What follows belongs to an exercise in optimizing a design on an open flow for small area and a short achievable clock period; a production flow would make more cautious choices.
Function was checked by simulation only, so behaviour that the tests miss may differ from the original.
Power figures rest on the tool's default switching activity, not on a simulated workload.

v3:
==> flow/design.v <==
module fp_result_drain #(
  parameter int BIT_VEC_SIZE = 128,
  parameter int BIT_VEC_SIZE_LOG = 7,
  parameter int INPUTS = 2,
  parameter int FIFO_DEPTH = 4,
  parameter int LANE_W = (INPUTS > 1) ? $clog2(INPUTS) : 1
) (
  input logic clk,
  input logic rst,
  input logic [INPUTS-1:0][BIT_VEC_SIZE-1:0] in,
  input logic [INPUTS-1:0] valid_in,
  output logic [BIT_VEC_SIZE_LOG-1:0] id_out,
  output logic [LANE_W-1:0] lane_out,
  output logic last_out,
  output logic valid_out,
  input logic ready_in,
  output logic overflow,
  output logic busy,
  output logic [BIT_VEC_SIZE_LOG:0] count_out,
  output logic count_valid
);
  localparam int N = BIT_VEC_SIZE;
  localparam int LG = BIT_VEC_SIZE_LOG;
  logic [1:0][3:0][N-1:0] mem_q;
  logic [1:0][3:0] wp_q, rp_q;    
  logic [1:0][3:0] t_q;           
  logic rr_q;
  logic emit_q, has_q, last_q, cv_q, ovf_q, busy_q, lane_q;
  logic [LG-1:0] id_q;
  logic [N-1:0] rest_q;
  logic [LG:0] cnt_q;
  logic load_q, sel_q;
  logic [1:0] pop_q;
  logic [1:0][3:0] rs_q;    
  logic srest_q;            
  logic [1:0][3:0] ws_q;    
  logic [1:0] we, push;
  logic [1:0][3:0] t_d, wp_d, rp_d;
  logic [1:0] ne_d, full_d;
  logic rr_d, emit_d, any_d, load_d, sel_d, fin, upd, adv;
  logic [1:0] pop_d;
  logic [1:0][3:0] rs_d, ws_d;
  always_comb begin
    fin = emit_q & (~has_q | (ready_in & last_q));
    emit_d = load_q | (emit_q & ~fin);
    rr_d = load_q ? ~sel_q : rr_q;
    for (int l = 0; l < 2; l++) begin
      we[l] = ~t_q[l][3] | pop_q[l];
      push[l] = valid_in[l] & we[l];
      case ({push[l], pop_q[l]})
        2'b10: t_d[l] = {t_q[l][2:0], 1'b1};
        2'b01: t_d[l] = {1'b0, t_q[l][3:1]};
        default: t_d[l] = t_q[l];
      endcase
      wp_d[l] = push[l] ? {wp_q[l][2:0], wp_q[l][3]} : wp_q[l];
      rp_d[l] = pop_q[l] ? {rp_q[l][2:0], rp_q[l][3]} : rp_q[l];
      ne_d[l] = t_d[l][0];
      full_d[l] = t_d[l][3];
    end
    any_d = ne_d[0] | ne_d[1];
    load_d = ~emit_d & any_d;
    sel_d = ne_d[rr_d] ? rr_d : ~rr_d;
    for (int l = 0; l < 2; l++) begin
      pop_d[l] = load_d & (sel_d == l[0]);
      rs_d[l] = rp_d[l] & {4{pop_d[l]}};
      ws_d[l] = wp_d[l] & {4{~full_d[l] | pop_d[l]}};
    end
  end
  for (genvar l = 0; l < 2; l++) begin : g_lane
    for (genvar k = 0; k < 4; k++) begin : g_slot
      always_ff @(posedge clk)
        mem_q[l][k] <= (in[l] & {N{ws_q[l][k]}}) | (mem_q[l][k] & {N{~ws_q[l][k]}});
    end
  end
  logic [N-1:0] src;
  always_comb begin
    src = rest_q & {N{srest_q}};
    for (int l = 0; l < 2; l++)
      for (int k = 0; k < 4; k++)
        src = src | (mem_q[l][k] & {N{rs_q[l][k]}});
  end
  logic [N-1:0] pl [0:LG];
  assign pl[0] = src;
  for (genvar k = 0; k < LG; k++) begin : g_pfx
    for (genvar i = 0; i < N; i++) begin : g_bit
      if (i & (1 << k)) begin : g_or
        assign pl[k+1][i] = pl[k][i] | pl[k][((i >> k) << k) - 1];
      end else begin : g_pass
        assign pl[k+1][i] = pl[k][i];
      end
    end
  end
  logic [N-1:0] clr;
  assign clr = src & {pl[LG][N-2:0], 1'b0};
  logic [N-1:0] ta [0:LG];
  logic [N-1:0] tm [0:LG];
  logic [N-1:0][LG-1:0] tx [0:LG];
  assign ta[0] = src;
  assign tm[0] = '0;
  assign tx[0] = '0;
  for (genvar j = 0; j < LG; j++) begin : g_tree
    for (genvar i = 0; i < (N >> (j + 1)); i++) begin : g_node
      logic al, ar;
      assign al = ta[j][2*i];
      assign ar = ta[j][2*i+1];
      assign ta[j+1][i] = al | ar;
      assign tm[j+1][i] = tm[j][2*i] | tm[j][2*i+1] | (al & ar);
      if (j == 0) begin : g_leaf
        assign tx[j+1][i] = {{(LG-1){1'b0}}, ~al};
      end else begin : g_inner
        assign tx[j+1][i] = al ? tx[j][2*i] : (tx[j][2*i+1] | LG'(1 << j));
      end
    end
    for (genvar i = (N >> (j + 1)); i < N; i++) begin : g_unused
      assign ta[j+1][i] = 1'b0;
      assign tm[j+1][i] = 1'b0;
      assign tx[j+1][i] = '0;
    end
  end
  logic any, multi;
  logic [LG-1:0] idx;
  assign any = ta[LG][0];
  assign multi = tm[LG][0];
  assign idx = tx[LG][0];
  assign upd = load_q | ready_in;
  assign adv = has_q & ready_in;
  always_ff @(posedge clk)
    rest_q <= (clr & {N{upd}}) | (rest_q & {N{~upd}});
  always_ff @(posedge clk or negedge rst) begin
    if (!rst) begin
      id_q <= '0;
      last_q <= 1'b0;
      lane_q <= 1'b0;
      cnt_q <= '0;
    end else begin
      if (upd) begin
        id_q <= idx;
        last_q <= ~multi;
      end
      if (load_q) lane_q <= sel_q;
      if (load_q) cnt_q <= '0;
      else if (adv) cnt_q <= cnt_q + 1'b1;
    end
  end
  always_ff @(posedge clk or negedge rst) begin
    if (!rst) begin
      emit_q <= 1'b0;
      has_q <= 1'b0;
      cv_q <= 1'b0;
      ovf_q <= 1'b0;
      busy_q <= 1'b0;
      rr_q <= 1'b0;
      wp_q <= {4'b0001, 4'b0001};
      rp_q <= {4'b0001, 4'b0001};
      t_q <= '0;
      load_q <= 1'b0;
      sel_q <= 1'b0;
      pop_q <= '0;
      rs_q <= '0;
      srest_q <= 1'b0;
      ws_q <= {4'b0001, 4'b0001};
    end else begin
      emit_q <= emit_d;
      has_q <= load_q ? any : (has_q & ~(ready_in & last_q));
      cv_q <= fin;
      ovf_q <= ovf_q | (valid_in[0] & ~we[0]) | (valid_in[1] & ~we[1]);
      busy_q <= any_d | emit_d;
      rr_q <= rr_d;
      wp_q <= wp_d;
      rp_q <= rp_d;
      t_q <= t_d;
      load_q <= load_d;
      sel_q <= sel_d;
      pop_q <= pop_d;
      rs_q <= rs_d;
      srest_q <= emit_d;
      ws_q <= ws_d;
    end
  end
  assign valid_out = has_q;
  assign id_out = id_q;
  assign lane_out = lane_q;
  assign last_out = last_q;
  assign overflow = ovf_q;
  assign busy = busy_q;
  assign count_out = cnt_q;
  assign count_valid = cv_q;
endmodule
module fp_result_drain_top (
  input  logic         clk,
  input  logic         rst,
  input  logic [255:0] in_vec,
  input  logic [1:0]   valid_in,
  input  logic         ready_in,
  output logic [6:0]   id_out,
  output logic         lane_out,
  output logic         last_out,
  output logic         valid_out,
  output logic         overflow,
  output logic         busy,
  output logic [7:0]   count_out,
  output logic         count_valid
);
  fp_result_drain #(.BIT_VEC_SIZE(128), .BIT_VEC_SIZE_LOG(7), .INPUTS(2), .FIFO_DEPTH(4))
    u_drain (
      .clk(clk), .rst(rst), .in(in_vec), .valid_in(valid_in), .id_out(id_out),
      .lane_out(lane_out), .last_out(last_out), .valid_out(valid_out), .ready_in(ready_in),
      .overflow(overflow), .busy(busy), .count_out(count_out), .count_valid(count_valid)
    );
endmodule
export LEC_CHECK = 0
export CAP_MARGIN = 20
export CORE_MARGIN = 2
export CORE_UTILIZATION = 60
export SLEW_MARGIN = 20
create_clock -name core_clock -period 12.0 [get_ports {clk}]
standard.sh (not shown) runs the stock make flow with config.mk's settings and CLKGATE_MAP_FILE= SYNTH_SCRIPT=/design/flow/synth_recipe.tcl, a recipe that flattens the netlist after the stock synthesis.
==> flow/flow/run.sh <==
#!/bin/bash
# Standard ORFS layout (the standard.sh, unchanged synthesis) with:
# - a tighter setup target for timing repair (SETUP_SLACK_MARGIN),
# - plain buf_1 cells as the port buffers,
# - a clock tree of clkbuf_8 cells, small sink clusters, no dummy loads.
# Full make output goes to flow_make.log in the work folder; ORFS's per-step logs stay
# under orfs/logs.
set -euo pipefail
MARGIN=8.5
TNS=0
CTS="-sink_clustering_enable -repair_clock_nets -buf_list sky130_fd_sc_hd__clkbuf_8"
CTS="$CTS -sink_clustering_size 22 -sink_clustering_max_diameter 45 -dont_use_dummy_load"
bash standard.sh \
  SETUP_SLACK_MARGIN=$MARGIN \
  TNS_END_PERCENT=$TNS \
  "BUFFER_PORTS_ARGS=-buffer_cell sky130_fd_sc_hd__buf_1" \
  "CTS_ARGS=$CTS" \
  finish > flow_make.log 2>&1
v3 | status: complete | timing, DRC, antenna: pass
The inputs of v37 differ from those of v3 as listed below.
- a change of CORE_UTILIZATION from 60 to 70
-- flow/flow/run.sh --
<<< v3, line 9
MARGIN=8.5
>>> v37, line 9
MARGIN=8.8
<<< v3, line 12
CTS="$CTS -sink_clustering_size 22 -sink_clustering_max_diameter 45 -dont_use_dummy_load"
>>> v37, line 12
CTS="$CTS -sink_clustering_size 16 -sink_clustering_max_diameter 50 -dont_use_dummy_load"
==> comparison <==
- In the reports for v3 and v37, the larger layout overhead on the synthesized area belongs to v37.
- Higher endpoint required time on the critical path among v3 and v37: v3
- Looking at initial core utilization, v37 sits above v3.
- Of v3 and v37, v3 shows the lower non-clock buffer total of the final layout, with v37 above it.
- v37 ends up with lower clock-buffer cell count than v3 does.
- On clock-pin slew on the worst setup and hold paths, v3 and v37 are basically level.
What v14 does differently from v37 at the input level:
- a change of CAP_MARGIN from 20 to 5
- a change of CORE_UTILIZATION from 70 to 60
- a change of SLEW_MARGIN from 20 to 5
-- flow/flow/run.sh --
<<< v37, line 9
MARGIN=8.8
>>> v14, line 9
MARGIN=8.5
==> run notes <==
A launch point of the critical path of u_drain.rs_q[0]$_DFF_PN0_ is what v14 shows, while u_drain.rs_q[3]$_DFF_PN0_ belongs to v37. Going from v37 to v14, relative contribution of combinational cells to total power shrinks by 1.6 points. Going from v37 to v14, count of TritonRoute iterations in the first routing pass saw a decrease, count of antenna diodes in the layout has decreased, wire length was more or less identical, number of antenna violations at the first check in global routing lost 4. For post-synth design cell area, v37 and v14 come out practically identical. Fraction of power consumed by the clock network: higher on v14. Overall power of the completed layout improves in v14 relative to v37. For die boundary height, dividing the value from v37 by the value from v14 gives 0.927. Of v14 and v37, the lower die footprint belongs to v37.

-- static timing again, ports no longer ideal --
Ports are ideal in the flow. The routed layouts listed here were re-timed in OpenROAD.
Step 1 (the two cells are an assumption about what drives the block):
set clk [get_ports {clk}]
set_driving_cell -lib_cell sky130_fd_sc_hd__clkbuf_16 $clk
set_driving_cell -lib_cell sky130_fd_sc_hd__buf_2 [delete_from_list [all_inputs] $clk]
Step 2, shift: input delay + t, output delay - t, t = (earliest + latest rising clock arrival at the registers) / 2. This alone moves slack from input paths to output paths.
a / b / c = ideal ports / drivers / drivers and shift; a / b = the first two.
run	shift t [ns]	slack for setup (ns)	latest minus earliest clock arrival (ns)	cell pins on the clock port's net
v3	0.810	8.072 / 8.072 / 7.529	0.115 / 0.115	1
v37	0.782	8.092 / 8.092 / 7.433	0.097 / 0.096	1
v14	0.787	8.090 / 8.090 / 7.418	0.126 / 0.126	1
After both steps setup and hold are still met in every run listed. For v14, which loses most, drivers alone change the setup slack by 0.000 ns; drivers and shift together by -0.672 ns.
